This is an optimization exercise on Yosys and OpenROAD, whose aim is small area and a short achievable clock period, not a production implementation. In this exercise RTL edits were held to simulation tests only and were not proved equivalent to the original. Power figures rest on the tool's default switching activity, not on a simulated workload.

==> flow/design.v, too long to show whole: its modules and the start of the top module <==
// module priority_scan_encoder: 1192 lines
module priority_scan_encoder #(
    parameter int WIDTH     = 256,
    parameter int IDXW      = $clog2(WIDTH),
    parameter bit MSB_FIRST = 1'b1
) (
    input  logic              clk,
    input  logic              rst_n,
    input  logic              in_valid,
    output logic              in_ready,
    input  logic [WIDTH-1:0]  in_vec,
    input  logic              abort,
    output logic              out_valid,
    input  logic              out_ready,
    output logic [IDXW-1:0]   out_index,
    output logic              out_last,
    output logic [IDXW:0]     out_remaining,
    output logic              zero_pulse
);
  // ...
==> flow/flow/run.sh <==
#!/bin/bash
# The standard layout (standard.sh) with two changes:
#  * synthesis: yosys's synth runs with -noabc, so the early quick abc pass
#    does not restructure the popcount tree before full adders are extracted
#    (fewer inverters around the adder cells); everything else in the
#    synthesis script is unchanged, the final abc mapping included.
#  * port buffers are buf_2 cells (BUFFER_PORTS_ARGS) instead of the delay
#    cells the resizer picks by default.
set -euo pipefail
export SYNTH_ARGS=-noabc
export BUFFER_PORTS_ARGS="-inputs -outputs -buffer_cell sky130_fd_sc_hd__buf_2"
bash standard.sh > standard_flow.log 2>&1
==> flow/standard.sh <==
#!/bin/bash
# synth_recipe.tcl (not shown) runs the flow's synth.tcl, then flattens the netlist and writes it again
# the make line also repeats each setting of config.mk as NAME=value (left out here)
make -C /OpenROAD-flow-scripts/flow DESIGN_CONFIG=/design/flow/config.mk WORK_HOME=/design/flow/orfs CLKGATE_MAP_FILE= SYNTH_SCRIPT=/design/flow/synth_recipe.tcl "${@:-finish}"
==> flow/config.mk <==
export PLATFORM = sky130hd
export DESIGN_NAME = priority_scan_encoder
export DESIGN_NICKNAME = priority_scan_encoder
export VERILOG_FILES = /design/flow/design.v
export SDC_FILE = /design/flow/constraint.sdc
export NUM_CORES = 4
export LEC_CHECK = 0
export CAP_MARGIN = 20
export CORE_MARGIN = 2
export CORE_UTILIZATION = 55
export SETUP_SLACK_MARGIN = 4.7
export SLEW_MARGIN = 20
export TNS_END_PERCENT = 100
==> flow/constraint.sdc <==
create_clock -name core_clock -period 10.0 [get_ports {clk}]
set_input_delay 2.0000 -clock core_clock [delete_from_list [all_inputs] [get_ports {clk}]]
set_output_delay 2.0000 -clock core_clock [all_outputs]
set_load 0.01 [all_outputs]
==> reports/results.ini, run 1 <==
[status]
status = complete, no violations

[cells_and_area]
nFillCells = 3273
drive_gt1_frac = 0.2680
antenna_cells = 5
seq_area_um2 = 8623
nClkBuffers = 50

[power_and_ir_drop]
p_int_uw = 3773
p_sw_frac = 0.4028
p_clk_uw = 1340
p_total_uw = 6318
p_comb_frac = 0.522

[routing]
top_layer = met5
met2_length_um = 42410
vias_per_cell = 6.886
drc = 0

[global_routing]
met2_usage = 0.6655
grt_pass1_vias = 18990
grt_max_degree = 178

[setup_path]
path_depth = 14
end_kind = output pin
cp.required_ps = 8000

[timing]
timing.slew.headroom = 0.2144
period_share = 0.5614
min_period_ps = 5614
rsz0062_at_grt = true

[floorplanning]
start_util = 0.5554

[placed_design]
port_buffers = 281
dp.cells = 2750

[clocking]
h-tree-depth = 2
cts_root_buf = clkbuf_16

[logic_synthesis]
synth_mux_area_frac = 0.07477
synth_top_family_by_area = adder cells

==> inputs of run 2 (changes only) <==
--- a/flow/design.v
+++ b/flow/design.v
@@ -11,17 +11,17 @@
     input  logic              abort,
     output logic              out_valid,
     input  logic              out_ready,
     output logic [IDXW-1:0]   out_index,
     output logic              out_last,
     output logic [IDXW:0]     out_remaining,
     output logic              zero_pulse
 );
-    localparam int NCUT = 26;
+    localparam int NCUT = 23;
     logic             alive;       
     logic             busy;        
     logic             zp;          
     logic [WIDTH-1:0] pend;        
     logic [NCUT-1:0]  cq;          
     logic ps_1;
     logic ps_2;
     logic ps_3;
@@ -483,16 +483,22 @@
     logic ps_459;
     logic ps_460;
     logic ps_461;
     logic ps_462;
     logic ps_463;
     logic ps_464;
     logic ps_465;
     logic ps_466;
+    logic ps_467;
+    logic ps_468;
+    logic ps_469;
+    logic ps_470;
+    logic ps_471;
+    logic ps_472;
     assign ps_1 = in_vec[0] ^ in_vec[100] ^ in_vec[101];
     assign ps_2 = (in_vec[0] & in_vec[100]) | (in_vec[0] & in_vec[101]) | (in_vec[100] & in_vec[101]);
     assign ps_3 = in_vec[102] ^ in_vec[103] ^ in_vec[104];
     assign ps_4 = (in_vec[102] & in_vec[103]) | (in_vec[102] & in_vec[104]) | (in_vec[103] & in_vec[104]);
     assign ps_5 = in_vec[105] ^ in_vec[106] ^ in_vec[107];
     assign ps_6 = (in_vec[105] & in_vec[106]) | (in_vec[105] & in_vec[107]) | (in_vec[106] & in_vec[107]);
     assign ps_7 = in_vec[108] ^ in_vec[109] ^ in_vec[10];
     assign ps_8 = (in_vec[108] & in_vec[109]) | (in_vec[108] & in_vec[10]) | (in_vec[109] & in_vec[10]);
@@ -861,131 +867,134 @@
     assign ps_371 = ps_351 ^ ps_353 ^ ps_355;
     assign ps_372 = (ps_351 & ps_353) | (ps_351 & ps_355) | (ps_353 & ps_355);
     assign ps_373 = ps_357 ^ ps_359 ^ ps_361;
     assign ps_374 = (ps_357 & ps_359) | (ps_357 & ps_361) | (ps_359 & ps_361);
     assign ps_375 = ps_363 ^ ps_365 ^ ps_254;
     assign ps_376 = (ps_363 & ps_365) | (ps_363 & ps_254) | (ps_365 & ps_254);
     assign ps_377 = ps_367 ^ ps_369 ^ ps_371;
     assign ps_378 = (ps_367 & ps_369) | (ps_367 & ps_371) | (ps_369 & ps_371);
-    assign ps_379 = ps_256 ^ ps_258 ^ ps_260;
-    assign ps_380 = (ps_256 & ps_258) | (ps_256 & ps_260) | (ps_258 & ps_260);
-    assign ps_381 = ps_262 ^ ps_264 ^ ps_266;
-    assign ps_382 = (ps_262 & ps_264) | (ps_262 & ps_266) | (ps_264 & ps_266);
-    assign ps_383 = ps_268 ^ ps_270 ^ ps_272;
-    assign ps_384 = (ps_268 & ps_270) | (ps_268 & ps_272) | (ps_270 & ps_272);
-    assign ps_385 = ps_274 ^ ps_276 ^ ps_278;
-    assign ps_386 = (ps_274 & ps_276) | (ps_274 & ps_278) | (ps_276 & ps_278);
-    assign ps_387 = ps_280 ^ ps_282 ^ ps_284;
-    assign ps_388 = (ps_280 & ps_282) | (ps_280 & ps_284) | (ps_282 & ps_284);
-    assign ps_389 = ps_286 ^ ps_288 ^ ps_290;
-    assign ps_390 = (ps_286 & ps_288) | (ps_286 & ps_290) | (ps_288 & ps_290);
-    assign ps_391 = ps_292 ^ ps_294 ^ ps_296;
-    assign ps_392 = (ps_292 & ps_294) | (ps_292 & ps_296) | (ps_294 & ps_296);
-    assign ps_393 = ps_298 ^ ps_300 ^ ps_302;
-    assign ps_394 = (ps_298 & ps_300) | (ps_298 & ps_302) | (ps_300 & ps_302);
-    assign ps_395 = ps_304 ^ ps_306 ^ ps_308;
-    assign ps_396 = (ps_304 & ps_306) | (ps_304 & ps_308) | (ps_306 & ps_308);
-    assign ps_397 = ps_310 ^ ps_312 ^ ps_314;
-    assign ps_398 = (ps_310 & ps_312) | (ps_310 & ps_314) | (ps_312 & ps_314);
-    assign ps_399 = ps_316 ^ ps_318 ^ ps_320;
-    assign ps_400 = (ps_316 & ps_318) | (ps_316 & ps_320) | (ps_318 & ps_320);
-    assign ps_401 = ps_322 ^ ps_324 ^ ps_326;
-    assign ps_402 = (ps_322 & ps_324) | (ps_322 & ps_326) | (ps_324 & ps_326);
-    assign ps_403 = ps_328 ^ ps_330 ^ ps_332;
-    assign ps_404 = (ps_328 & ps_330) | (ps_328 & ps_332) | (ps_330 & ps_332);
-    assign ps_405 = ps_334 ^ ps_336 ^ ps_338;
-    assign ps_406 = (ps_334 & ps_336) | (ps_334 & ps_338) | (ps_336 & ps_338);
-    assign ps_407 = ps_340 ^ ps_342 ^ ps_344;
-    assign ps_408 = (ps_340 & ps_342) | (ps_340 & ps_344) | (ps_342 & ps_344);
-    assign ps_409 = ps_346 ^ ps_348 ^ ps_379;
-    assign ps_410 = (ps_346 & ps_348) | (ps_346 & ps_379) | (ps_348 & ps_379);
-    assign ps_411 = ps_381 ^ ps_383 ^ ps_385;
-    assign ps_412 = (ps_381 & ps_383) | (ps_381 & ps_385) | (ps_383 & ps_385);
-    assign ps_413 = ps_387 ^ ps_389 ^ ps_391;
-    assign ps_414 = (ps_387 & ps_389) | (ps_387 & ps_391) | (ps_389 & ps_391);
-    assign ps_415 = ps_393 ^ ps_395 ^ ps_350;
-    assign ps_416 = (ps_393 & ps_395) | (ps_393 & ps_350) | (ps_395 & ps_350);
-    assign ps_417 = ps_352 ^ ps_354 ^ ps_356;
-    assign ps_418 = (ps_352 & ps_354) | (ps_352 & ps_356) | (ps_354 & ps_356);
-    assign ps_419 = ps_358 ^ ps_360 ^ ps_362;
-    assign ps_420 = (ps_358 & ps_360) | (ps_358 & ps_362) | (ps_360 & ps_362);
-    assign ps_421 = ps_364 ^ ps_366 ^ ps_397;
-    assign ps_422 = (ps_364 & ps_366) | (ps_364 & ps_397) | (ps_366 & ps_397);
-    assign ps_423 = ps_399 ^ ps_401 ^ ps_403;
-    assign ps_424 = (ps_399 & ps_401) | (ps_399 & ps_403) | (ps_401 & ps_403);
-    assign ps_425 = ps_405 ^ ps_407 ^ ps_409;
-    assign ps_426 = (ps_405 & ps_407) | (ps_405 & ps_409) | (ps_407 & ps_409);
-    assign ps_427 = ps_411 ^ ps_413 ^ ps_368;
-    assign ps_428 = (ps_411 & ps_413) | (ps_411 & ps_368) | (ps_413 & ps_368);
-    assign ps_429 = ps_370 ^ ps_372 ^ ps_374;
-    assign ps_430 = (ps_370 & ps_372) | (ps_370 & ps_374) | (ps_372 & ps_374);
-    assign ps_431 = ps_415 ^ ps_417 ^ ps_419;
-    assign ps_432 = (ps_415 & ps_417) | (ps_415 & ps_419) | (ps_417 & ps_419);
-    assign ps_433 = ps_421 ^ ps_423 ^ ps_425;
-    assign ps_434 = (ps_421 & ps_423) | (ps_421 & ps_425) | (ps_423 & ps_425);
-    assign ps_435 = ps_380 ^ ps_382 ^ ps_384;
-    assign ps_436 = (ps_380 & ps_382) | (ps_380 & ps_384) | (ps_382 & ps_384);
-    assign ps_437 = ps_386 ^ ps_388 ^ ps_390;
-    assign ps_438 = (ps_386 & ps_388) | (ps_386 & ps_390) | (ps_388 & ps_390);
-    assign ps_439 = ps_392 ^ ps_394 ^ ps_396;
-    assign ps_440 = (ps_392 & ps_394) | (ps_392 & ps_396) | (ps_394 & ps_396);
-    assign ps_441 = ps_398 ^ ps_400 ^ ps_402;
-    assign ps_442 = (ps_398 & ps_400) | (ps_398 & ps_402) | (ps_400 & ps_402);
-    assign ps_443 = ps_404 ^ ps_406 ^ ps_408;
-    assign ps_444 = (ps_404 & ps_406) | (ps_404 & ps_408) | (ps_406 & ps_408);
-    assign ps_445 = ps_410 ^ ps_412 ^ ps_414;
-    assign ps_446 = (ps_410 & ps_412) | (ps_410 & ps_414) | (ps_412 & ps_414);
-    assign ps_447 = ps_435 ^ ps_437 ^ ps_439;
-    assign ps_448 = (ps_435 & ps_437) | (ps_435 & ps_439) | (ps_437 & ps_439);
-    assign ps_449 = ps_416 ^ ps_418 ^ ps_420;
-    assign ps_450 = (ps_416 & ps_418) | (ps_416 & ps_420) | (ps_418 & ps_420);
-    assign ps_451 = ps_422 ^ ps_424 ^ ps_426;
-    assign ps_452 = (ps_422 & ps_424) | (ps_422 & ps_426) | (ps_424 & ps_426);
+    assign ps_379 = ps_373 ^ ps_375 ^ ps_377;
+    assign ps_380 = (ps_373 & ps_375) | (ps_373 & ps_377) | (ps_375 & ps_377);
+    assign ps_381 = ps_256 ^ ps_258 ^ ps_260;
+    assign ps_382 = (ps_256 & ps_258) | (ps_256 & ps_260) | (ps_258 & ps_260);
+    assign ps_383 = ps_262 ^ ps_264 ^ ps_266;
+    assign ps_384 = (ps_262 & ps_264) | (ps_262 & ps_266) | (ps_264 & ps_266);
+    assign ps_385 = ps_268 ^ ps_270 ^ ps_272;
+    assign ps_386 = (ps_268 & ps_270) | (ps_268 & ps_272) | (ps_270 & ps_272);
+    assign ps_387 = ps_274 ^ ps_276 ^ ps_278;
+    assign ps_388 = (ps_274 & ps_276) | (ps_274 & ps_278) | (ps_276 & ps_278);
+    assign ps_389 = ps_280 ^ ps_282 ^ ps_284;
+    assign ps_390 = (ps_280 & ps_282) | (ps_280 & ps_284) | (ps_282 & ps_284);
+    assign ps_391 = ps_286 ^ ps_288 ^ ps_290;
+    assign ps_392 = (ps_286 & ps_288) | (ps_286 & ps_290) | (ps_288 & ps_290);
+    assign ps_393 = ps_292 ^ ps_294 ^ ps_296;
+    assign ps_394 = (ps_292 & ps_294) | (ps_292 & ps_296) | (ps_294 & ps_296);
+    assign ps_395 = ps_298 ^ ps_300 ^ ps_302;
+    assign ps_396 = (ps_298 & ps_300) | (ps_298 & ps_302) | (ps_300 & ps_302);
+    assign ps_397 = ps_304 ^ ps_306 ^ ps_308;
+    assign ps_398 = (ps_304 & ps_306) | (ps_304 & ps_308) | (ps_306 & ps_308);
+    assign ps_399 = ps_310 ^ ps_312 ^ ps_314;
+    assign ps_400 = (ps_310 & ps_312) | (ps_310 & ps_314) | (ps_312 & ps_314);
+    assign ps_401 = ps_316 ^ ps_318 ^ ps_320;
+    assign ps_402 = (ps_316 & ps_318) | (ps_316 & ps_320) | (ps_318 & ps_320);
+    assign ps_403 = ps_322 ^ ps_324 ^ ps_326;
+    assign ps_404 = (ps_322 & ps_324) | (ps_322 & ps_326) | (ps_324 & ps_326);
+    assign ps_405 = ps_328 ^ ps_330 ^ ps_332;
+    assign ps_406 = (ps_328 & ps_330) | (ps_328 & ps_332) | (ps_330 & ps_332);
+    assign ps_407 = ps_334 ^ ps_336 ^ ps_338;
+    assign ps_408 = (ps_334 & ps_336) | (ps_334 & ps_338) | (ps_336 & ps_338);
+    assign ps_409 = ps_340 ^ ps_342 ^ ps_344;
+    assign ps_410 = (ps_340 & ps_342) | (ps_340 & ps_344) | (ps_342 & ps_344);
+    assign ps_411 = ps_346 ^ ps_348 ^ ps_381;
+    assign ps_412 = (ps_346 & ps_348) | (ps_346 & ps_381) | (ps_348 & ps_381);
+    assign ps_413 = ps_383 ^ ps_385 ^ ps_387;
+    assign ps_414 = (ps_383 & ps_385) | (ps_383 & ps_387) | (ps_385 & ps_387);
+    assign ps_415 = ps_389 ^ ps_391 ^ ps_393;
+    assign ps_416 = (ps_389 & ps_391) | (ps_389 & ps_393) | (ps_391 & ps_393);
+    assign ps_417 = ps_395 ^ ps_397 ^ ps_350;
+    assign ps_418 = (ps_395 & ps_397) | (ps_395 & ps_350) | (ps_397 & ps_350);
+    assign ps_419 = ps_352 ^ ps_354 ^ ps_356;
+    assign ps_420 = (ps_352 & ps_354) | (ps_352 & ps_356) | (ps_354 & ps_356);
+    assign ps_421 = ps_358 ^ ps_360 ^ ps_362;
+    assign ps_422 = (ps_358 & ps_360) | (ps_358 & ps_362) | (ps_360 & ps_362);
+    assign ps_423 = ps_364 ^ ps_366 ^ ps_399;
+    assign ps_424 = (ps_364 & ps_366) | (ps_364 & ps_399) | (ps_366 & ps_399);
+    assign ps_425 = ps_401 ^ ps_403 ^ ps_405;
+    assign ps_426 = (ps_401 & ps_403) | (ps_401 & ps_405) | (ps_403 & ps_405);
+    assign ps_427 = ps_407 ^ ps_409 ^ ps_411;
+    assign ps_428 = (ps_407 & ps_409) | (ps_407 & ps_411) | (ps_409 & ps_411);
+    assign ps_429 = ps_413 ^ ps_415 ^ ps_368;
+    assign ps_430 = (ps_413 & ps_415) | (ps_413 & ps_368) | (ps_415 & ps_368);
+    assign ps_431 = ps_370 ^ ps_372 ^ ps_374;
+    assign ps_432 = (ps_370 & ps_372) | (ps_370 & ps_374) | (ps_372 & ps_374);
+    assign ps_433 = ps_417 ^ ps_419 ^ ps_421;
+    assign ps_434 = (ps_417 & ps_419) | (ps_417 & ps_421) | (ps_419 & ps_421);
+    assign ps_435 = ps_423 ^ ps_425 ^ ps_427;
+    assign ps_436 = (ps_423 & ps_425) | (ps_423 & ps_427) | (ps_425 & ps_427);
+    assign ps_437 = ps_376 ^ ps_378 ^ ps_429;
+    assign ps_438 = (ps_376 & ps_378) | (ps_376 & ps_429) | (ps_378 & ps_429);
+    assign ps_439 = ps_431 ^ ps_433 ^ ps_435;
+    assign ps_440 = (ps_431 & ps_433) | (ps_431 & ps_435) | (ps_433 & ps_435);
+    assign ps_441 = ps_382 ^ ps_384 ^ ps_386;
+    assign ps_442 = (ps_382 & ps_384) | (ps_382 & ps_386) | (ps_384 & ps_386);
+    assign ps_443 = ps_388 ^ ps_390 ^ ps_392;
+    assign ps_444 = (ps_388 & ps_390) | (ps_388 & ps_392) | (ps_390 & ps_392);
+    assign ps_445 = ps_394 ^ ps_396 ^ ps_398;
+    assign ps_446 = (ps_394 & ps_396) | (ps_394 & ps_398) | (ps_396 & ps_398);
+    assign ps_447 = ps_400 ^ ps_402 ^ ps_404;
+    assign ps_448 = (ps_400 & ps_402) | (ps_400 & ps_404) | (ps_402 & ps_404);
+    assign ps_449 = ps_406 ^ ps_408 ^ ps_410;
+    assign ps_450 = (ps_406 & ps_408) | (ps_406 & ps_410) | (ps_408 & ps_410);
+    assign ps_451 = ps_412 ^ ps_414 ^ ps_416;
+    assign ps_452 = (ps_412 & ps_414) | (ps_412 & ps_416) | (ps_414 & ps_416);
     assign ps_453 = ps_441 ^ ps_443 ^ ps_445;
     assign ps_454 = (ps_441 & ps_443) | (ps_441 & ps_445) | (ps_443 & ps_445);
-    assign ps_455 = ps_447 ^ ps_428 ^ ps_430;
-    assign ps_456 = (ps_447 & ps_428) | (ps_447 & ps_430) | (ps_428 & ps_430);
-    assign ps_457 = ps_432 ^ ps_434 ^ ps_449;
-    assign ps_458 = (ps_432 & ps_434) | (ps_432 & ps_449) | (ps_434 & ps_449);
-    assign ps_459 = ps_436 ^ ps_438 ^ ps_440;
-    assign ps_460 = (ps_436 & ps_438) | (ps_436 & ps_440) | (ps_438 & ps_440);
-    assign ps_461 = ps_442 ^ ps_444 ^ ps_446;
-    assign ps_462 = (ps_442 & ps_444) | (ps_442 & ps_446) | (ps_444 & ps_446);
-    assign ps_463 = ps_459 ^ ps_448 ^ ps_450;
-    assign ps_464 = (ps_459 & ps_448) | (ps_459 & ps_450) | (ps_448 & ps_450);
-    assign ps_465 = ps_452 ^ ps_454 ^ ps_461;
-    assign ps_466 = (ps_452 & ps_454) | (ps_452 & ps_461) | (ps_454 & ps_461);
+    assign ps_455 = ps_418 ^ ps_420 ^ ps_422;
+    assign ps_456 = (ps_418 & ps_420) | (ps_418 & ps_422) | (ps_420 & ps_422);
+    assign ps_457 = ps_424 ^ ps_426 ^ ps_428;
+    assign ps_458 = (ps_424 & ps_426) | (ps_424 & ps_428) | (ps_426 & ps_428);
+    assign ps_459 = ps_447 ^ ps_449 ^ ps_451;
+    assign ps_460 = (ps_447 & ps_449) | (ps_447 & ps_451) | (ps_449 & ps_451);
+    assign ps_461 = ps_453 ^ ps_430 ^ ps_432;
+    assign ps_462 = (ps_453 & ps_430) | (ps_453 & ps_432) | (ps_430 & ps_432);
+    assign ps_463 = ps_434 ^ ps_436 ^ ps_455;
+    assign ps_464 = (ps_434 & ps_436) | (ps_434 & ps_455) | (ps_436 & ps_455);
+    assign ps_465 = ps_442 ^ ps_444 ^ ps_446;
+    assign ps_466 = (ps_442 & ps_444) | (ps_442 & ps_446) | (ps_444 & ps_446);
+    assign ps_467 = ps_448 ^ ps_450 ^ ps_452;
+    assign ps_468 = (ps_448 & ps_450) | (ps_448 & ps_452) | (ps_450 & ps_452);
+    assign ps_469 = ps_465 ^ ps_454 ^ ps_456;
+    assign ps_470 = (ps_465 & ps_454) | (ps_465 & ps_456) | (ps_454 & ps_456);
+    assign ps_471 = ps_458 ^ ps_460 ^ ps_467;
+    assign ps_472 = (ps_458 & ps_460) | (ps_458 & ps_467) | (ps_460 & ps_467);
     logic [NCUT-1:0] cd;    
     assign cd[0] = ps_251;    
     assign cd[1] = ps_253;    
-    assign cd[2] = ps_373;    
-    assign cd[3] = ps_375;    
-    assign cd[4] = ps_377;    
-    assign cd[5] = ps_376;    
-    assign cd[6] = ps_378;    
-    assign cd[7] = ps_427;    
-    assign cd[8] = ps_429;    
-    assign cd[9] = ps_431;    
-    assign cd[10] = ps_433;    
-    assign cd[11] = ps_451;    
-    assign cd[12] = ps_453;    
-    assign cd[13] = ps_455;    
-    assign cd[14] = ps_457;    
-    assign cd[15] = ps_456;    
-    assign cd[16] = ps_458;    
-    assign cd[17] = ps_463;    
-    assign cd[18] = ps_465;    
-    assign cd[19] = ps_460;    
-    assign cd[20] = ps_462;    
-    assign cd[21] = ps_464;    
-    assign cd[22] = ps_466;    
-    assign cd[23] = 1'b0;    
-    assign cd[24] = 1'b0;    
-    assign cd[25] = 1'b0;    
+    assign cd[2] = ps_379;    
+    assign cd[3] = ps_380;    
+    assign cd[4] = ps_437;    
+    assign cd[5] = ps_439;    
+    assign cd[6] = ps_457;    
+    assign cd[7] = ps_459;    
+    assign cd[8] = ps_438;    
+    assign cd[9] = ps_440;    
+    assign cd[10] = ps_461;    
+    assign cd[11] = ps_463;    
+    assign cd[12] = ps_462;    
+    assign cd[13] = ps_464;    
+    assign cd[14] = ps_469;    
+    assign cd[15] = ps_471;    
+    assign cd[16] = ps_466;    
+    assign cd[17] = ps_468;    
+    assign cd[18] = ps_470;    
+    assign cd[19] = ps_472;    
+    assign cd[20] = 1'b0;    
+    assign cd[21] = 1'b0;    
+    assign cd[22] = 1'b0;    
     logic qs_1;
     logic qs_2;
     logic qs_3;
     logic qs_4;
     logic qs_5;
     logic qs_6;
     logic qs_7;
     logic qs_8;
@@ -998,53 +1007,41 @@
     logic qs_15;
     logic qs_16;
     logic qs_17;
     logic qs_18;
     logic qs_19;
     logic qs_20;
     logic qs_21;
     logic qs_22;
-    logic qs_23;
-    logic qs_24;
-    logic qs_25;
-    logic qs_26;
-    logic qs_27;
-    logic qs_28;
-    assign qs_1 = cq[10] ^ cq[5] ^ cq[6];
-    assign qs_2 = (cq[10] & cq[5]) | (cq[10] & cq[6]) | (cq[5] & cq[6]);
-    assign qs_3 = cq[11] ^ cq[12];
-    assign qs_4 = cq[11] & cq[12];
-    assign qs_5 = cq[15] ^ cq[16];
-    assign qs_6 = cq[15] & cq[16];
-    assign qs_7 = cq[19] ^ cq[20];
-    assign qs_8 = cq[19] & cq[20];
-    assign qs_9 = cq[7] ^ cq[8];
-    assign qs_10 = cq[7] & cq[8];
-    assign qs_11 = cq[13] ^ cq[14] ^ qs_3;
-    assign qs_12 = (cq[13] & cq[14]) | (cq[13] & qs_3) | (cq[14] & qs_3);
-    assign qs_13 = cq[17] ^ cq[18] ^ qs_4;
-    assign qs_14 = (cq[17] & cq[18]) | (cq[17] & qs_4) | (cq[18] & qs_4);
-    assign qs_15 = cq[21] ^ cq[22] ^ qs_6;
-    assign qs_16 = (cq[21] & cq[22]) | (cq[21] & qs_6) | (cq[22] & qs_6);
-    assign qs_17 = cq[2] ^ cq[3];
-    assign qs_18 = cq[2] & cq[3];
-    assign qs_19 = cq[9] ^ qs_9 ^ qs_1;
-    assign qs_20 = (cq[9] & qs_9) | (cq[9] & qs_1) | (qs_9 & qs_1);
-    assign qs_21 = qs_10 ^ qs_2 ^ qs_11;
-    assign qs_22 = (qs_10 & qs_2) | (qs_10 & qs_11) | (qs_2 & qs_11);
-    assign qs_23 = qs_5 ^ qs_13 ^ qs_12;
-    assign qs_24 = (qs_5 & qs_13) | (qs_5 & qs_12) | (qs_13 & qs_12);
-    assign qs_25 = qs_7 ^ qs_14 ^ qs_15;
-    assign qs_26 = (qs_7 & qs_14) | (qs_7 & qs_15) | (qs_14 & qs_15);
-    assign qs_27 = cq[23] ^ qs_8 ^ qs_16;
-    assign qs_28 = (cq[23] & qs_8) | (cq[23] & qs_16) | (qs_8 & qs_16);
+    assign qs_1 = cq[3] ^ cq[4] ^ cq[5];
+    assign qs_2 = (cq[3] & cq[4]) | (cq[3] & cq[5]) | (cq[4] & cq[5]);
+    assign qs_3 = cq[10] ^ cq[11] ^ cq[6];
+    assign qs_4 = (cq[10] & cq[11]) | (cq[10] & cq[6]) | (cq[11] & cq[6]);
+    assign qs_5 = cq[7] ^ cq[8] ^ cq[9];
+    assign qs_6 = (cq[7] & cq[8]) | (cq[7] & cq[9]) | (cq[8] & cq[9]);
+    assign qs_7 = qs_2 ^ qs_3 ^ qs_5;
+    assign qs_8 = (qs_2 & qs_3) | (qs_2 & qs_5) | (qs_3 & qs_5);
+    assign qs_9 = cq[12] ^ cq[13] ^ cq[14];
+    assign qs_10 = (cq[12] & cq[13]) | (cq[12] & cq[14]) | (cq[13] & cq[14]);
+    assign qs_11 = cq[15] ^ qs_4 ^ qs_6;
+    assign qs_12 = (cq[15] & qs_4) | (cq[15] & qs_6) | (qs_4 & qs_6);
+    assign qs_13 = qs_9 ^ qs_11 ^ qs_8;
+    assign qs_14 = (qs_9 & qs_11) | (qs_9 & qs_8) | (qs_11 & qs_8);
+    assign qs_15 = cq[16] ^ cq[17] ^ cq[18];
+    assign qs_16 = (cq[16] & cq[17]) | (cq[16] & cq[18]) | (cq[17] & cq[18]);
+    assign qs_17 = cq[19] ^ qs_10 ^ qs_15;
+    assign qs_18 = (cq[19] & qs_10) | (cq[19] & qs_15) | (qs_10 & qs_15);
+    assign qs_19 = qs_12 ^ qs_17 ^ qs_14;
+    assign qs_20 = (qs_12 & qs_17) | (qs_12 & qs_14) | (qs_17 & qs_14);
+    assign qs_21 = cq[20] ^ qs_16 ^ qs_18;
+    assign qs_22 = (cq[20] & qs_16) | (cq[20] & qs_18) | (qs_16 & qs_18);
     logic [IDXW:0] sum_a, sum_b, total, total_m1;
-    assign sum_a = {cq[25], qs_28, qs_26, qs_24, qs_22, qs_20, qs_18, qs_17, cq[0]};
-    assign sum_b = {1'b0, cq[24], qs_27, qs_25, qs_23, qs_21, qs_19, cq[4], cq[1]};
+    assign sum_a = {cq[22], cq[21], qs_21, qs_19, qs_13, qs_7, qs_1, cq[2], cq[0]};
+    assign sum_b = {1'b0, qs_22, qs_20, 1'b0, 1'b0, 1'b0, 1'b0, 1'b0, cq[1]};
     logic [IDXW:0] g0, p0;
     assign g0 = sum_a & sum_b;
     assign p0 = sum_a ^ sum_b;
     logic [IDXW:0] gk [0:4];
     logic [IDXW:0] pk [0:4];
     always_comb begin
         gk[0] = g0;
         pk[0] = p0;
@@ -1062,71 +1059,43 @@
     end
     assign total    = p0 ^ {gk[4][IDXW-1:0], 1'b0};
     assign total_m1 = total - 1'b1;
     localparam logic [IDXW:0] ONE = (IDXW+1)'(1);
     logic last;
     assign last = ((sum_a ^ sum_b ^ ONE) ==
                    {((sum_a[IDXW-1:0] & sum_b[IDXW-1:0]) |
                      ((sum_a[IDXW-1:0] | sum_b[IDXW-1:0]) & ~ONE[IDXW-1:0])), 1'b0});
-    function automatic logic [4:0] pe16(input logic [15:0] v);
-        logic [7:0] a1; logic       i1 [0:7];
-        logic [3:0] a2; logic [1:0] i2 [0:3];
-        logic [1:0] a3; logic [2:0] i3 [0:1];
-        for (int i = 0; i < 8; i++) begin
-            a1[i] = v[2*i+1] | v[2*i];
-            i1[i] = v[2*i+1];
-        end
-        for (int i = 0; i < 4; i++) begin
-            a2[i] = a1[2*i+1] | a1[2*i];
-            i2[i] = a1[2*i+1] ? {1'b1, i1[2*i+1]} : {1'b0, i1[2*i]};
-        end
-        for (int i = 0; i < 2; i++) begin
-            a3[i] = a2[2*i+1] | a2[2*i];
-            i3[i] = a2[2*i+1] ? {1'b1, i2[2*i+1]} : {1'b0, i2[2*i]};
-        end
-        pe16 = {a3[1] | a3[0], a3[1] ? {1'b1, i3[1]} : {1'b0, i3[0]}};
-    endfunction
-    function automatic logic [IDXW-1:0] pe256(input logic [WIDTH-1:0] v);
-        logic [15:0] any;
-        logic [3:0]  idx [0:15];
-        logic [4:0]  r, t;
-        for (int g = 0; g < 16; g++) begin
-            r = pe16(v[16*g +: 16]);
-            any[g] = r[4];
-            idx[g] = r[3:0];
-        end
-        t = pe16(any);
-        pe256 = {t[3:0], idx[t[3:0]]};
-    endfunction
-    logic [IDXW-1:0] idx_q;       
-    logic [15:0]     g_any;       
-    logic [3:0]      g_idx [0:15];
+    logic [15:0] g_lt, g_eq, k_lt;
+    logic [WIDTH-1:0] cand;
+    logic [15:0]      g_any;
+    logic [3:0]       g_idx [0:15];
     always_comb begin
         for (int g = 0; g < 16; g++) begin
-            logic [4:0] r;
-            r = pe16(pend[16*g +: 16]);
-            g_any[g] = r[4];
-            g_idx[g] = r[3:0];
+            for (int k = 0; k < 16; k++)
+                cand[16*g+k] = pend[16*g+k] && (g_lt[g] || (g_eq[g] && k_lt[k]));
+            g_any[g] = |cand[16*g +: 16];
+            g_idx[g] = '0;
+            for (int k = 0; k < 16; k++) if (cand[16*g+k]) g_idx[g] = 4'(k);
         end
     end
-    logic [3:0]      c_hi, c_lo;
-    logic [15:0]     c_bits, g_lt;
-    logic [4:0]      c_pe, g_pe;
-    logic [IDXW-1:0] nxt;
+    logic [15:0] g_win;
+    logic [3:0]  win_hi, win_lo;
     always_comb begin
-        logic [15:0] grp;
-        {c_hi, c_lo} = idx_q;
-        grp = pend[16*c_hi +: 16];
-        for (int k = 0; k < 16; k++) c_bits[k] = grp[k] && (4'(k) < c_lo);
-        for (int g = 0; g < 16; g++) g_lt[g] = (4'(g) < c_hi);
-        c_pe = pe16(c_bits);
-        g_pe = pe16(g_any & g_lt);
-        nxt  = c_pe[4] ? {c_hi, c_pe[3:0]} : {g_pe[3:0], g_idx[g_pe[3:0]]};
+        win_hi = '0;
+        win_lo = '0;
+        for (int g = 0; g < 16; g++) begin
+            g_win[g] = g_any[g];
+            for (int h = g + 1; h < 16; h++) if (g_any[h]) g_win[g] = 1'b0;
+            if (g_any[g]) win_hi = 4'(g);
+            win_lo = win_lo | (g_idx[g] & {4{g_win[g]}});
+        end
     end
+    logic [IDXW-1:0] win;
+    assign win = {win_hi, win_lo};
     wire accept  = in_valid && alive && !busy && !abort;
     wire deliver = busy && out_ready && !abort;
     wire nonzero = |in_vec;
     always_ff @(posedge clk or negedge rst_n) begin
         if (!rst_n) begin
             alive <= 1'b0;
             busy  <= 1'b0;
             zp    <= 1'b0;
@@ -1136,57 +1105,55 @@
             if (accept)
                 busy <= nonzero;
             else if (busy && abort)
                 busy <= 1'b0;
             else if (deliver && last)
                 busy <= 1'b0;
         end
     end
-    wire keep = busy && !abort;
-    logic [IDXW:0]   total_nxt;
-    assign total_nxt = deliver ? total_m1 : total;
     logic [NCUT-1:0] cq_nxt;
-    assign cq_nxt[0] = accept ? cd[0] : (keep && total_nxt[0]);
-    assign cq_nxt[1] = accept && cd[1];
-    assign cq_nxt[2] = accept ? cd[2] : (keep && total_nxt[1]);
-    assign cq_nxt[3] = accept && cd[3];
-    assign cq_nxt[4] = accept && cd[4];
-    assign cq_nxt[5] = accept ? cd[5] : (keep && total_nxt[2]);
-    assign cq_nxt[6] = accept && cd[6];
-    assign cq_nxt[7] = accept && cd[7];
-    assign cq_nxt[8] = accept && cd[8];
-    assign cq_nxt[9] = accept && cd[9];
-    assign cq_nxt[10] = accept && cd[10];
-    assign cq_nxt[11] = accept ? cd[11] : (keep && total_nxt[3]);
-    assign cq_nxt[12] = accept && cd[12];
-    assign cq_nxt[13] = accept && cd[13];
-    assign cq_nxt[14] = accept && cd[14];
-    assign cq_nxt[15] = accept ? cd[15] : (keep && total_nxt[4]);
-    assign cq_nxt[16] = accept && cd[16];
-    assign cq_nxt[17] = accept && cd[17];
-    assign cq_nxt[18] = accept && cd[18];
-    assign cq_nxt[19] = accept ? cd[19] : (keep && total_nxt[5]);
-    assign cq_nxt[20] = accept && cd[20];
-    assign cq_nxt[21] = accept && cd[21];
-    assign cq_nxt[22] = accept && cd[22];
-    assign cq_nxt[23] = accept ? cd[23] : (keep && total_nxt[6]);
-    assign cq_nxt[24] = accept ? cd[24] : (keep && total_nxt[7]);
-    assign cq_nxt[25] = accept ? cd[25] : (keep && total_nxt[8]);
-    always_ff @(posedge clk or negedge rst_n) begin
-        if (!rst_n) cq <= '0;
-        else        cq <= cq_nxt;
-    end
+    assign cq_nxt[0] = total_m1[0];
+    assign cq_nxt[1] = 1'b0;
+    assign cq_nxt[2] = total_m1[1];
+    assign cq_nxt[3] = total_m1[2];
+    assign cq_nxt[4] = 1'b0;
+    assign cq_nxt[5] = 1'b0;
+    assign cq_nxt[6] = total_m1[3];
+    assign cq_nxt[7] = 1'b0;
+    assign cq_nxt[8] = 1'b0;
+    assign cq_nxt[9] = 1'b0;
+    assign cq_nxt[10] = 1'b0;
+    assign cq_nxt[11] = 1'b0;
+    assign cq_nxt[12] = total_m1[4];
+    assign cq_nxt[13] = 1'b0;
+    assign cq_nxt[14] = 1'b0;
+    assign cq_nxt[15] = 1'b0;
+    assign cq_nxt[16] = total_m1[5];
+    assign cq_nxt[17] = 1'b0;
+    assign cq_nxt[18] = 1'b0;
+    assign cq_nxt[19] = 1'b0;
+    assign cq_nxt[20] = total_m1[6];
+    assign cq_nxt[21] = total_m1[7];
+    assign cq_nxt[22] = total_m1[8];
     always_ff @(posedge clk) begin
         if (!busy) begin
             pend <= in_vec;
-            idx_q <= pe256(in_vec);
+            g_lt <= '1;
+            g_eq <= '0;
+            k_lt <= '1;
+            cq   <= cd;
         end else if (deliver) begin
-            idx_q <= nxt;
+            for (int g = 0; g < 16; g++) begin
+                g_lt[g] <= (4'(g) < win_hi);
+                g_eq[g] <= (4'(g) == win_hi);
+                k_lt[g] <= (4'(g) < win_lo);
+            end
+            cq   <= cq_nxt;
         end
     end
     assign in_ready      = alive && !busy;
     assign out_valid     = busy;
-    assign out_index     = idx_q;
-    assign out_last      = last;
-    assign out_remaining = total;
+    assign out_index     = win;
+    assign out_last      = busy && last;
+    assign out_remaining = busy ? total : '0;
     assign zero_pulse    = zp;
 endmodule
==> flow/flow/run.sh (replaced) <==
#!/bin/bash
# The standard layout, with one change: no full/half adder cells are
# extracted in synthesis (ADDER_MAP_FILE empty), so abc maps the popcount
# tree to plain gates, which are faster than the library's adder cells.
# The synthesis script itself (standard.sh synth) is otherwise unchanged.
set -euo pipefail
export ADDER_MAP_FILE=
bash standard.sh > standard_flow.log 2>&1
==> flow/config.mk (replaced) <==
export PLATFORM = sky130hd
export DESIGN_NAME = priority_scan_encoder
export DESIGN_NICKNAME = priority_scan_encoder
export VERILOG_FILES = /design/flow/design.v
export SDC_FILE = /design/flow/constraint.sdc
export NUM_CORES = 4
export LEC_CHECK = 0
export CAP_MARGIN = 20
export CORE_MARGIN = 2
export CORE_UTILIZATION = 35
export SETUP_SLACK_MARGIN = 4.7
export SLEW_MARGIN = 20
export TNS_END_PERCENT = 100
==> run 2 against run 1 <==
  * First-iteration DRC count up 34%
  * Design area up 25%
  * Sequential share of layout area down 3.8 points
  * Critical endpoint is now out_index[3]
  * Critical path type unchanged
  * Non-clock buffer count up 103
  * Via count up 28%
  * Critical path depth up 1
  * Clock power up 22%
  * Maximum frequency down 3.3%
  * Register-to-register slack better by 1300 ps
==> reports/results.ini, run 2 <==
[clocking]
clk_path_buf_depth = 3
cts_tree = done
cts_made_buffers = 42
cts_hold_buf = 0
h-tree-depth = 2  ; unchanged
clk_pin_slew_worst_paths_ps = 60
cts.sinks = 329
insertion_delay_ps = 600
cts_root_buf = clkbuf_16

[global_routing]
grt_overflow = 0
track_usage = 0.3178
grt_max_degree = 87  ; -51%
grt_pass1_vias = 23450  ; +24%
antenna_found_initial = 10
grt_pass1_wl_um = 171900

[timing]
rsz0062_at_grt = true
skew_ps = 34.77
maxSlewViolCount = 0
layout_setup_ws_ps = 4192
timing.slew.headroom = 0.2211  ; +0.006708
min_period_ps = 5808  ; +194.1 ps
setup_viol = 0
worstMarginPinSlew_ps = 1158
fin_setup_tns_ps = 0
timing.fmax_mhz = 172.2
period_share = 0.5808  ; +0.01941
hold_viol = 0

[cells_and_area]
syn_to_final_growth_pct = 30.28
nets = 3320
multi_input_area_um2 = 16950
reg_top3 = pend (256), cq (23)
nFillCells = 6927  ; +110%
layout_common_cells = 276 x edfxtp_1, 221 x xnor2_1, 192 x maj3_1
final_common_cell = edfxtp_1
seq_area_um2 = 9455  ; +9.6%
drive_gt1_frac = 0.1710  ; -0.09694
top_register = pend
largest_reg_flops = 256

[routing]
vias = 25110
vias_per_cell = 6.192  ; -10%
dr.first_iter.drc_count = 3458
wirelength_um = 125900
drc = 0  ; unchanged
drt_first_pass_iters = 19
wl_per_cell_um = 31.05
drtAntennaViolNets = 0

[logic_synthesis]
seq_area_frac_synth = 0.3617
synth_area_leader_cell = edfxtp_1
ys_ff_latch = 329
async_flop_share = 0.009119
postSynthAreaPerCell_um2 = 9.529
synth_common_cells = 282 x xnor2_1, 276 x edfxtp_1, 223 x maj3_1, 200 x xor2_1, 188 x o21ai_0
synth_top_area_share = 0.3201
syn_nets = 2978
ys_warn_count = 4
yosysMostFrequentCell = xnor2_1
synth_area_um2 = 25890
synthDistinctLibCells = 91
ys.flop_type = edfxtp_1
synthTopCellsByArea = edfxtp_1 32%, xnor2_1 9.5%, maj3_1 8.6%
synth-edff-count = 276
synthCells = 2717

[run]
cap_violations = 0

[floorplanning]
die_h_um = 276.0
dieArea_um2 = 76170
std_cell_rows = 99
die_w_um = 276.0
pin_count = 282
fp.coreArea_um2 = 73080
start_util = 0.3543  ; -0.2011

[setup_path]
crit_path_cell_trace = buf_12, buf_12, a22o_1, a21oi_2, nand4_1, buf_4, nor4_4, nand3_2, or4b_4, a21oi_2, o21ai_2, a21oi_2, a211oi_4, inv_2, buf_6
critical-path-slowest-cell = or4b_4
timing.critical_path.mode_cell = a21oi_2
path_delay_family = simple AND/OR/NAND/NOR gates
timing.critical_path.from_type = flip-flop
crit_type = reg -> out
cp.required_ps = 8000  ; about the same
end_kind = output pin
cpPeakStageDelay_ps = 510
startpoint = k_lt[2]
crit_buf_inv = 5
reg2reg_from = k_lt[2]
arrival_ps = 3810
cp_max_fo = 7

[power_and_ir_drop]
p_leak_uw = 0.01269
vdd_drop_max_uv = 532.5
power.density_nw_per_um2 = 292.6

[placed_design]
hpwl_um = 94420
gp_congestion = 0.9919
port_buffers = 281  ; unchanged
dpl_worst_slack_ps = 3351

[worst_hold_path]
hold_class = reg -> reg
hold_start = cq[20]

[status]
status = complete, no violations

## run 2: worst paths after layout
path                                      to  slack (ps)  cells after the start
worst min-delay path                  cq[20]         550                      2
worst max-delay path            out_index[3]        4190                     15
max in group asynchronous                 zp        8250                      1
min in group asynchronous               busy        1600                      1
worst min register to register        cq[20]         550                      2
worst max register to register      k_lt[12]        6120                     16
## run 2: layer usage
metal / share of wire / track usage
met5: 0.00023 / 0
met4: 0.045 / 0.1302
met2: 0.45 / 0.4951
met1: 0.41 / 0.4282
met3: 0.10 / 0.06720
## run 2: logic make-up (layout without fill, tap and decap cells)
group	count (synthesis)	after routing	synth area share
XOR/XNOR	495	495	0.1735
buffers and inverters	220	596	0.03383
AO/OA/AOI/OAI	927	927	0.2356
AND/OR/NAND/NOR	511	511	0.1043
other	1	4	0.0001448
flip-flops	329	329	0.3617
multiplexers	1	1	0.0003866
adder cells (fa/ha/maj)	233	233	0.09056
## run 2: worst reg2reg max path, cell delays in order, from the launching register on
cell,delay (ps)
dfxtp_4,410
buf_12,180
buf_12,130
a22o_1,210
a21oi_2,160
nand4_1,180
buf_4,190
nor4_4,360
nand3_2,120
or4b_4,510
a21oi_2,150
o21ai_2,70
a21oi_2,250
a211oi_4,90
buf_4,170
or3_1,440
o21ai_1,170
## run 2: metrics by stage
step / instances / power, µW / hold slack (ps) / utilization / cell area, µm²
3_3_place_gp: 3867 / 7241 / 520.7 / 0.4059 / 29670
6_report: 4055 / 9869 / 552.6 / 0.4615 / 33730
5_1_grt: 4052 / 10360 / 558.8 / 0.4614 / 33720
4_1_cts: 4009 / 9400 / 552.3 / 0.4460 / 32600
3_5_place_dp: 3867 / 7310 / 534.7 / 0.4059 / 29670
2_1_floorplan: 2717 / 6020 / 500.3 / - / 25890
## run 2: what timing repair did
item	4_1_cts	5_1_grt
resized for setup	303	218
setup endpoints to repair	27	27
pin swaps	50	69
buffers inserted	61	40
endpoints found under the hold margin	0	0
cloned	3	3
## run 2: cell type report
class / instances / area share
Sequential cell: 329 / 0.2803
Timing Repair Buffer: 424 / 0.1270
Clock inverter: 25 / 0.008198
Clock buffer: 53 / 0.03520
Multi-Input combinational cell: 2168 / 0.5025
Tap cell: 959 / 0.03557
Antenna cell: 3 / 0.0002226
Inverter: 94 / 0.01094
## run 2: power by group
| group | internal [µW] | switching (µW) | leakage, µW |
|---|---|---|---|
| logic | 3000 | 3230 | 0.00871 |
| clock network | 975 | 663 | 0.000698 |
| registers | 1820 | 171 | 0.00329 |
| total | 5800 | 4070 | 0.0127 |

[re-timing with driven ports]
In the flow no input, the clock included, has a driving cell. The finished layouts below were timed again as built, in two steps. Step 1 assumes that a clkbuf_16 drives the clock port and a buf_2 every other input. Step 2 also shifts input and output timing later by t, the mid clock arrival at the registers, as if the neighbouring blocks saw the same clock. a / b / c = ideal / step 1 / step 2; a / b = the first two.
run | t (ns) | setup WS [ns] | pins driven straight from the clock port
run 1 | 0.613 | 4.386 / 4.323 / 4.131 | 1
run 2 | 0.652 | 4.192 / 4.119 / 4.149 | 1
After both steps setup and hold are still met in every run listed. The setup slack of run 1, which loses most, moves by -0.063 ns with the drivers and by -0.255 ns with both steps.
